Context: an optimization exercise on an open-source flow, tuned for small area, a short achievable clock period and few clock cycles per item. The choices shown serve that exercise and are no tape-out recipe.
At most, simulation tests tie the RTL to the original design; equivalence was not proved.
No activity file was given, so power comes from the tool's default toggle rates.

== alpha ==
==> flow/design.v <==
module alu_seq_g_inv (
    input  logic a,
    output logic y
);
    assign y = ~a;
endmodule
module alu_seq_g_nand2 (
    input  logic a, b,
    output logic y
);
    assign y = ~(a & b);
endmodule
module alu_seq_g_nor2 (
    input  logic a, b,
    output logic y
);
    assign y = ~(a | b);
endmodule
module alu_seq_g_nor3 (
    input  logic a, b, c,
    output logic y
);
    assign y = ~(a | b | c);
endmodule
module alu_seq_g_nand4 (
    input  logic a, b, c, d,
    output logic y
);
    assign y = ~(a & b & c & d);
endmodule
module alu_seq_g_and2 (
    input  logic a, b,
    output logic y
);
    assign y = a & b;
endmodule
module alu_seq_g_o22ai (
    input  logic a1, a2, b1, b2,
    output logic y
);
    assign y = ~((a1 | a2) & (b1 | b2));
endmodule
module alu_seq_rd_sel (
    input  logic [3:0]  addr,
    input  logic        en_n,
    output logic [15:0] sel_n
);
    logic [3:0] an;
    logic [3:0] pl, ph;
    for (genvar j = 0; j < 4; j++) begin : g_inv
        alu_seq_g_inv u_i (.a(addr[j]), .y(an[j]));
    end
    for (genvar k = 0; k < 4; k++) begin : g_pre
        alu_seq_g_nor3 u_l (
            .a(en_n),
            .b(k[0] ? an[0] : addr[0]),
            .c(k[1] ? an[1] : addr[1]),
            .y(pl[k]));
        alu_seq_g_nor2 u_h (
            .a(k[0] ? an[2] : addr[2]),
            .b(k[1] ? an[3] : addr[3]),
            .y(ph[k]));
    end
    for (genvar i = 0; i < 16; i++) begin : g_sel
        begin : g_s
            alu_seq_g_nand2 u_s (.a(pl[i%4]), .b(ph[i/4]), .y(sel_n[i]));
        end
    end
endmodule
module alu_seq_rd_mux #(
    parameter int N     = 32,
    parameter bit EXTRA = 1'b0
) (
    input  logic [16*N-1:0] data_n,
    input  logic [15:0]     sel_n,
    input  logic [N-1:0]    xdata,
    input  logic            xsel,
    output logic [N-1:0]    q
);
    for (genvar b = 0; b < N; b++) begin : g_bit
        logic [7:0] t;       
        logic [3:0] u;       
        for (genvar m = 0; m < 8; m++) begin : g_t
            alu_seq_g_o22ai u_t (
                .a1(sel_n[2*m]),   .a2(data_n[(2*m)*N + b]),
                .b1(sel_n[2*m+1]), .b2(data_n[(2*m+1)*N + b]),
                .y(t[m]));
        end
        if (EXTRA) begin : g_x
            logic xt;
            alu_seq_g_and2 u_x (.a(xsel), .b(xdata[b]), .y(xt));
            alu_seq_g_nor3 u_u0 (.a(t[0]), .b(t[1]), .c(xt), .y(u[0]));
        end else begin : g_nx
            alu_seq_g_nor2 u_u0 (.a(t[0]), .b(t[1]), .y(u[0]));
        end
        for (genvar m = 1; m < 4; m++) begin : g_u
            alu_seq_g_nor2 u_u (.a(t[2*m]), .b(t[2*m+1]), .y(u[m]));
        end
        alu_seq_g_nand4 u_q (.a(u[0]), .b(u[1]), .c(u[2]), .d(u[3]), .y(q[b]));
    end
endmodule
module alu_op_sequencer #(
    parameter int N    = 32,
    parameter int REGS = 16
) (
    input  logic         clk,
    input  logic         rst,
    input  logic         instr_valid,
    output logic         instr_ready,
    input  logic [3:0]   instr_func,
    input  logic [3:0]   instr_rd,
    input  logic [3:0]   instr_rs,
    input  logic [3:0]   instr_rt,
    input  logic         instr_use_imm,
    input  logic [N-1:0] instr_imm,
    output logic [N-1:0] alu_a,
    output logic [N-1:0] alu_b,
    output logic [3:0]   alu_func,
    input  logic [N-1:0] alu_res,
    output logic         res_valid,
    output logic [N-1:0] res_data,
    output logic [3:0]   res_rd,
    input  logic [3:0]   dbg_addr,
    output logic [N-1:0] dbg_data
);
    logic [N-1:0]    regfile_n [REGS];    
    logic            accept;
    logic [16*N-1:0] rf_flat_n;
    logic [15:0]     sel_a_n, sel_b_n, sel_d_n;
    always_comb begin
        for (int i = 0; i < REGS; i++) begin
            rf_flat_n[i*N +: N] = regfile_n[i];
        end
    end
    assign instr_ready = ~rst;
    assign accept      = instr_valid & ~rst;
    assign alu_func    = instr_func;
    alu_seq_rd_sel u_sel_a (.addr(instr_rs), .en_n(1'b0), .sel_n(sel_a_n));
    alu_seq_rd_mux #(.N(N), .EXTRA(1'b0)) u_mux_a (
        .data_n(rf_flat_n), .sel_n(sel_a_n), .xdata({N{1'b0}}), .xsel(1'b0), .q(alu_a));
    alu_seq_rd_sel u_sel_b (.addr(instr_rt), .en_n(instr_use_imm), .sel_n(sel_b_n));
    alu_seq_rd_mux #(.N(N), .EXTRA(1'b1)) u_mux_b (
        .data_n(rf_flat_n), .sel_n(sel_b_n), .xdata(instr_imm), .xsel(instr_use_imm), .q(alu_b));
    alu_seq_rd_sel u_sel_d (.addr(dbg_addr), .en_n(rst), .sel_n(sel_d_n));
    alu_seq_rd_mux #(.N(N), .EXTRA(1'b0)) u_mux_d (
        .data_n(rf_flat_n), .sel_n(sel_d_n), .xdata({N{1'b0}}), .xsel(1'b0), .q(dbg_data));
    always_ff @(posedge clk or posedge rst) begin
        if (rst) begin
            res_valid <= 1'b0;
        end else begin
            res_valid <= accept;
        end
    end
    always_ff @(posedge clk) begin
        res_data <= alu_res;
        res_rd   <= instr_rd;
    end
    always_ff @(posedge clk) begin
        for (int i = 0; i < REGS; i++) begin
            if (rst || (instr_valid && instr_rd == i[3:0])) begin
                regfile_n[i] <= rst ? '1 : ~alu_res;
            end
        end
    end
endmodule
==> flow/config.mk <==
export PLATFORM = sky130hd
export DESIGN_NAME = alu_op_sequencer
export DESIGN_NICKNAME = alu_op_sequencer
export VERILOG_FILES = /design/flow/design.v
export SDC_FILE = /design/flow/constraint.sdc
export NUM_CORES = 4
export LEC_CHECK = 0
export CAP_MARGIN = 20
export CORE_ASPECT_RATIO = 1.25
export CORE_MARGIN = 2
export CORE_UTILIZATION = 50
export SETUP_SLACK_MARGIN = 1.5
export SLEW_MARGIN = 60
export SYNTH_HIERARCHICAL = 1
export SYNTH_MINIMUM_KEEP_SIZE = 0
==> flow/constraint.sdc <==
create_clock -name core_clock -period 5.0 [get_ports {clk}]
set_input_delay 1.0000 -clock core_clock [delete_from_list [all_inputs] [get_ports {clk}]]
set_output_delay 1.0000 -clock core_clock [all_outputs]
set_load 0.01 [all_outputs]
standard.sh (not shown) runs the stock make flow with config.mk's settings and CLKGATE_MAP_FILE= SYNTH_SCRIPT=/design/flow/synth_recipe.tcl, a recipe that flattens the netlist after the stock synthesis.
==> flow/flow/run.sh <==
#!/bin/bash
# The standard layout (standard.sh, with its unchanged synthesis) with a
# few changes made through ORFS's own variables and step hooks:
#  - port buffers are plain buf_2 cells instead of the delay cells that
#    buffer_ports picks by default;
#  - before the first global placement the 512 register-file flops are put
#    in a grid, one column per register and one row band per bit
#    (flow/place_regfile.tcl), and held there through global placement;
#    afterwards they are released (flow/unfix_regfile.tcl) and treated like
#    any other cell;
#  - clock tree: sink clusters of up to 16, clkbuf_8 only, no dummy loads.
# standard.sh's output goes to standard.log here; ORFS's per-step logs are
# under orfs/logs/.
set -euo pipefail
here=$(pwd)
export BUFFER_PORTS_ARGS="-buffer_cell sky130_fd_sc_hd__buf_2"
export PRE_GLOBAL_PLACE_SKIP_IO_TCL="$here/flow/place_regfile.tcl"
export POST_GLOBAL_PLACE_TCL="$here/flow/unfix_regfile.tcl"
export SETUP_MOVE_SEQUENCE="sizeup,buffer"
export CTS_ARGS="-sink_clustering_enable -repair_clock_nets -dont_use_dummy_load -buf_list sky130_fd_sc_hd__clkbuf_8 -sink_clustering_size 16 -sink_clustering_max_diameter 60"
bash standard.sh > standard.log 2>&1
Other scripts of this flow, unchanged in this note and not shown: flow/flow/place_regfile.tcl, flow/flow/unfix_regfile.tcl
alpha was carried through to the last stage, and its layout satisfied the timing, DRC and antenna checks.
Testbench counts of alpha, summed over its fixed seeds: cycles 3,208, items 3,200.
Inputs modified between alpha and beta:
==> flow/design.v, changed modules only <==
module alu_seq_g_a211oi (
    input  logic a1, a2, b, c,
    output logic y
);
    assign y = ~((a1 & a2) | b | c);
endmodule
module alu_seq_rd_mux #(
    parameter int N     = 32,
    parameter bit EXTRA = 1'b0
) (
    input  logic [16*N-1:0] data_n,
    input  logic [15:0]     sel_n,
    input  logic [N-1:0]    xdata,
    input  logic            xsel,
    output logic [N-1:0]    q
);
    for (genvar b = 0; b < N; b++) begin : g_bit
        logic [7:0] t;       
        logic [3:0] u;       
        for (genvar m = 0; m < 8; m++) begin : g_t
            alu_seq_g_o22ai u_t (
                .a1(sel_n[2*m]),   .a2(data_n[(2*m)*N + b]),
                .b1(sel_n[2*m+1]), .b2(data_n[(2*m+1)*N + b]),
                .y(t[m]));
        end
        if (EXTRA) begin : g_x
            alu_seq_g_a211oi u_u0 (.a1(xsel), .a2(xdata[b]), .b(t[0]), .c(t[1]), .y(u[0]));
        end else begin : g_nx
            alu_seq_g_nor2 u_u0 (.a(t[0]), .b(t[1]), .y(u[0]));
        end
        for (genvar m = 1; m < 4; m++) begin : g_u
            alu_seq_g_nor2 u_u (.a(t[2*m]), .b(t[2*m+1]), .y(u[m]));
        end
        alu_seq_g_nand4 u_q (.a(u[0]), .b(u[1]), .c(u[2]), .d(u[3]), .y(q[b]));
    end
endmodule
// module alu_seq_g_and2 removed
## What came out
[compare] base=alpha new=beta: compound-cell area share of the yosys netlist rose 1.8 points, final worst-path cycle share about even, total stage count of the critical path fell 1.
Taking alpha as the reference point, the number of antenna violations at the first check in global routing of beta rises by 2.
NOTE static leakage power alpha->beta decreased slightly
Going from alpha to beta, clock network fraction of design power comparable; total CTS buffers now larger; power of the clock network comparable; buffer count excluding the clock tree in the final layout now smaller.
[beta] area share of and/or/nand/nor cells after synthesis fell 2.1 points relative to alpha
Worst hold slack: beta < alpha
Compared to alpha, beta shows a narrower setup margin.
Testbench counts of beta, summed over its fixed seeds: cycles 3,208, items 3,200.

========
Setup of oak:
Starts from the design.v that is shown in full above.
==> flow/config.mk <==
export PLATFORM = sky130hd
export DESIGN_NAME = alu_op_sequencer
export DESIGN_NICKNAME = alu_op_sequencer
export VERILOG_FILES = /design/flow/design.v
export SDC_FILE = /design/flow/constraint.sdc
export NUM_CORES = 4
export LEC_CHECK = 0
export CAP_MARGIN = 20
export CORE_MARGIN = 2
export CORE_UTILIZATION = 50
export SETUP_SLACK_MARGIN = 2
export SLEW_MARGIN = 60
export SYNTH_HIERARCHICAL = 1
export SYNTH_MINIMUM_KEEP_SIZE = 0
==> flow/constraint.sdc <==
create_clock -name core_clock -period 5.0 [get_ports {clk}]
set_input_delay 1.0000 -clock core_clock [delete_from_list [all_inputs] [get_ports {clk}]]
set_output_delay 1.0000 -clock core_clock [all_outputs]
set_load 0.01 [all_outputs]
==> flow/flow/run.sh <==
#!/bin/bash
# The standard layout (standard.sh, with its unchanged synthesis) with a
# few changes made through ORFS's own variables:
#  - port buffers are plain buf_2 cells instead of the delay cells that
#    buffer_ports picks by default;
#  - before global placement, the read-mux OAI22 gates are marked dont_touch
#    so that timing repair sizes the select drivers instead of the 768 small
#    mux gates (flow/dont_touch_mux.tcl);
#  - setup repair only sizes up and buffers;
#  - clock tree: sink clusters of up to 16, clkbuf_8 only, no dummy loads.
# standard.sh's output goes to standard.log here; ORFS's per-step logs are
# under orfs/logs/.
set -euo pipefail
here=$(pwd)
export BUFFER_PORTS_ARGS="-buffer_cell sky130_fd_sc_hd__buf_2"
export PRE_GLOBAL_PLACE_TCL="$here/flow/dont_touch_mux.tcl"
export SETUP_MOVE_SEQUENCE="sizeup,buffer"
export CTS_ARGS="-sink_clustering_enable -repair_clock_nets -dont_use_dummy_load -buf_list sky130_fd_sc_hd__clkbuf_8 -sink_clustering_size 16 -sink_clustering_max_diameter 60"
bash standard.sh > standard.log 2>&1
==> flow/flow/dont_touch_mux.tcl <==
# keep the read-mux first-level gates (OAI22) at their synthesized size
set n 0
foreach inst [get_cells *] {
  if {[regexp {^sky130_fd_sc_hd__o22ai_} [get_property $inst ref_name]]} {
    set_dont_touch $inst
    incr n
  }
}
puts "dont_touch on $n read-mux cells"
Testbench counts of oak, summed over its fixed seeds: cycles 3,208, items 3,200.
--- input diff oak..pine ---
diff --git a/flow/design.v b/flow/design.v
--- a/flow/design.v
+++ b/flow/design.v
@@ -124,27 +124,34 @@
     output logic [N-1:0] dbg_data
 );
     logic [N-1:0]    regfile_n [REGS];    
     logic            accept;
-    logic [16*N-1:0] rf_flat_n;
-    logic [15:0]     sel_a_n, sel_b_n, sel_d_n;
-    always_comb begin
-        for (int i = 0; i < REGS; i++) begin
-            rf_flat_n[i*N +: N] = regfile_n[i];
-        end
-    end
     assign instr_ready = ~rst;
     assign accept      = instr_valid & ~rst;
     assign alu_func    = instr_func;
-    alu_seq_rd_sel u_sel_a (.addr(instr_rs), .en_n(1'b0), .sel_n(sel_a_n));
-    alu_seq_rd_mux #(.N(N), .EXTRA(1'b0)) u_mux_a (
-        .data_n(rf_flat_n), .sel_n(sel_a_n), .xdata({N{1'b0}}), .xsel(1'b0), .q(alu_a));
-    alu_seq_rd_sel u_sel_b (.addr(instr_rt), .en_n(instr_use_imm), .sel_n(sel_b_n));
-    alu_seq_rd_mux #(.N(N), .EXTRA(1'b1)) u_mux_b (
-        .data_n(rf_flat_n), .sel_n(sel_b_n), .xdata(instr_imm), .xsel(instr_use_imm), .q(alu_b));
-    alu_seq_rd_sel u_sel_d (.addr(dbg_addr), .en_n(rst), .sel_n(sel_d_n));
-    alu_seq_rd_mux #(.N(N), .EXTRA(1'b0)) u_mux_d (
-        .data_n(rf_flat_n), .sel_n(sel_d_n), .xdata({N{1'b0}}), .xsel(1'b0), .q(dbg_data));
+    localparam int GRP = 2;
+    localparam int GW  = N / GRP;
+    for (genvar g = 0; g < GRP; g++) begin : g_grp
+        logic [15:0]      sa_n, sb_n, sd_n;
+        logic [16*GW-1:0] dat_n;
+        always_comb begin
+            for (int i = 0; i < REGS; i++) begin
+                dat_n[i*GW +: GW] = regfile_n[i][g*GW +: GW];
+            end
+        end
+        alu_seq_rd_sel u_sel_a (.addr(instr_rs), .en_n(1'b0), .sel_n(sa_n));
+        alu_seq_rd_mux #(.N(GW), .EXTRA(1'b0)) u_mux_a (
+            .data_n(dat_n), .sel_n(sa_n), .xdata({GW{1'b0}}), .xsel(1'b0),
+            .q(alu_a[g*GW +: GW]));
+        alu_seq_rd_sel u_sel_b (.addr(instr_rt), .en_n(instr_use_imm), .sel_n(sb_n));
+        alu_seq_rd_mux #(.N(GW), .EXTRA(1'b1)) u_mux_b (
+            .data_n(dat_n), .sel_n(sb_n), .xdata(instr_imm[g*GW +: GW]),
+            .xsel(instr_use_imm), .q(alu_b[g*GW +: GW]));
+        alu_seq_rd_sel u_sel_d (.addr(dbg_addr), .en_n(rst), .sel_n(sd_n));
+        alu_seq_rd_mux #(.N(GW), .EXTRA(1'b0)) u_mux_d (
+            .data_n(dat_n), .sel_n(sd_n), .xdata({GW{1'b0}}), .xsel(1'b0),
+            .q(dbg_data[g*GW +: GW]));
+    end
     always_ff @(posedge clk or posedge rst) begin
         if (rst) begin
             res_valid <= 1'b0;
         end else begin
Findings:
in2reg as the class of the most critical hold timing path was reported by oak, and in2async by pine.
pine: done, clean on timing, DRC and antenna
Looking at cell type of the slowest stage on the worst timing path, the nand2_8 result is from oak; the nand4_1 one comes from pine.
Sort oak and pine by via count, ascending, and oak comes first.
pine reports its highest metal layer with signal wires as met4 while oak reports met5.
pine vs. oak: number of ordinary and repair buffers in the finished layout now larger; met2 track utilization from global routing rose by 6.6 points; total negative setup slack now sits at about the same level.
Between oak and pine, data arrival time of the critical path is lower for pine, oak comes in above that.
The RTL of pine was laid out without a check of its function.

==> port drivers added, routing unchanged <==
Ports are ideal in the flow. The routed layouts listed here were re-timed in OpenROAD.
Step 1, drivers: a clkbuf_16 drives clk and a buf_2 each remaining input, both assumed.
Step 2 times the ports against the registers' clock, not the clock port: input delays grow and output delays shrink by t, the midpoint of the rising clock arrivals with the driver on.
Three values: ideal ports, drivers, drivers and shift; two values: the first two.
| run | t (ns) | setup slack, ns | worst data-port slew with drivers (ns) |
|---|---|---|---|
| alpha | 0.696 | 1.432 / 1.365 / 1.365 | 0.10 |
| beta | 0.698 | 1.428 / 1.358 / 1.358 | 0.11 |
| oak | 0.718 | 1.315 / 1.265 / 1.265 | 0.09 |
| pine | 0.745 | 1.491 / 1.395 / 1.395 | 0.18 |
After both steps every run listed still meets setup and hold. For pine, which loses most, drivers alone change the setup slack by -0.096 ns; drivers and shift together by -0.096 ns.
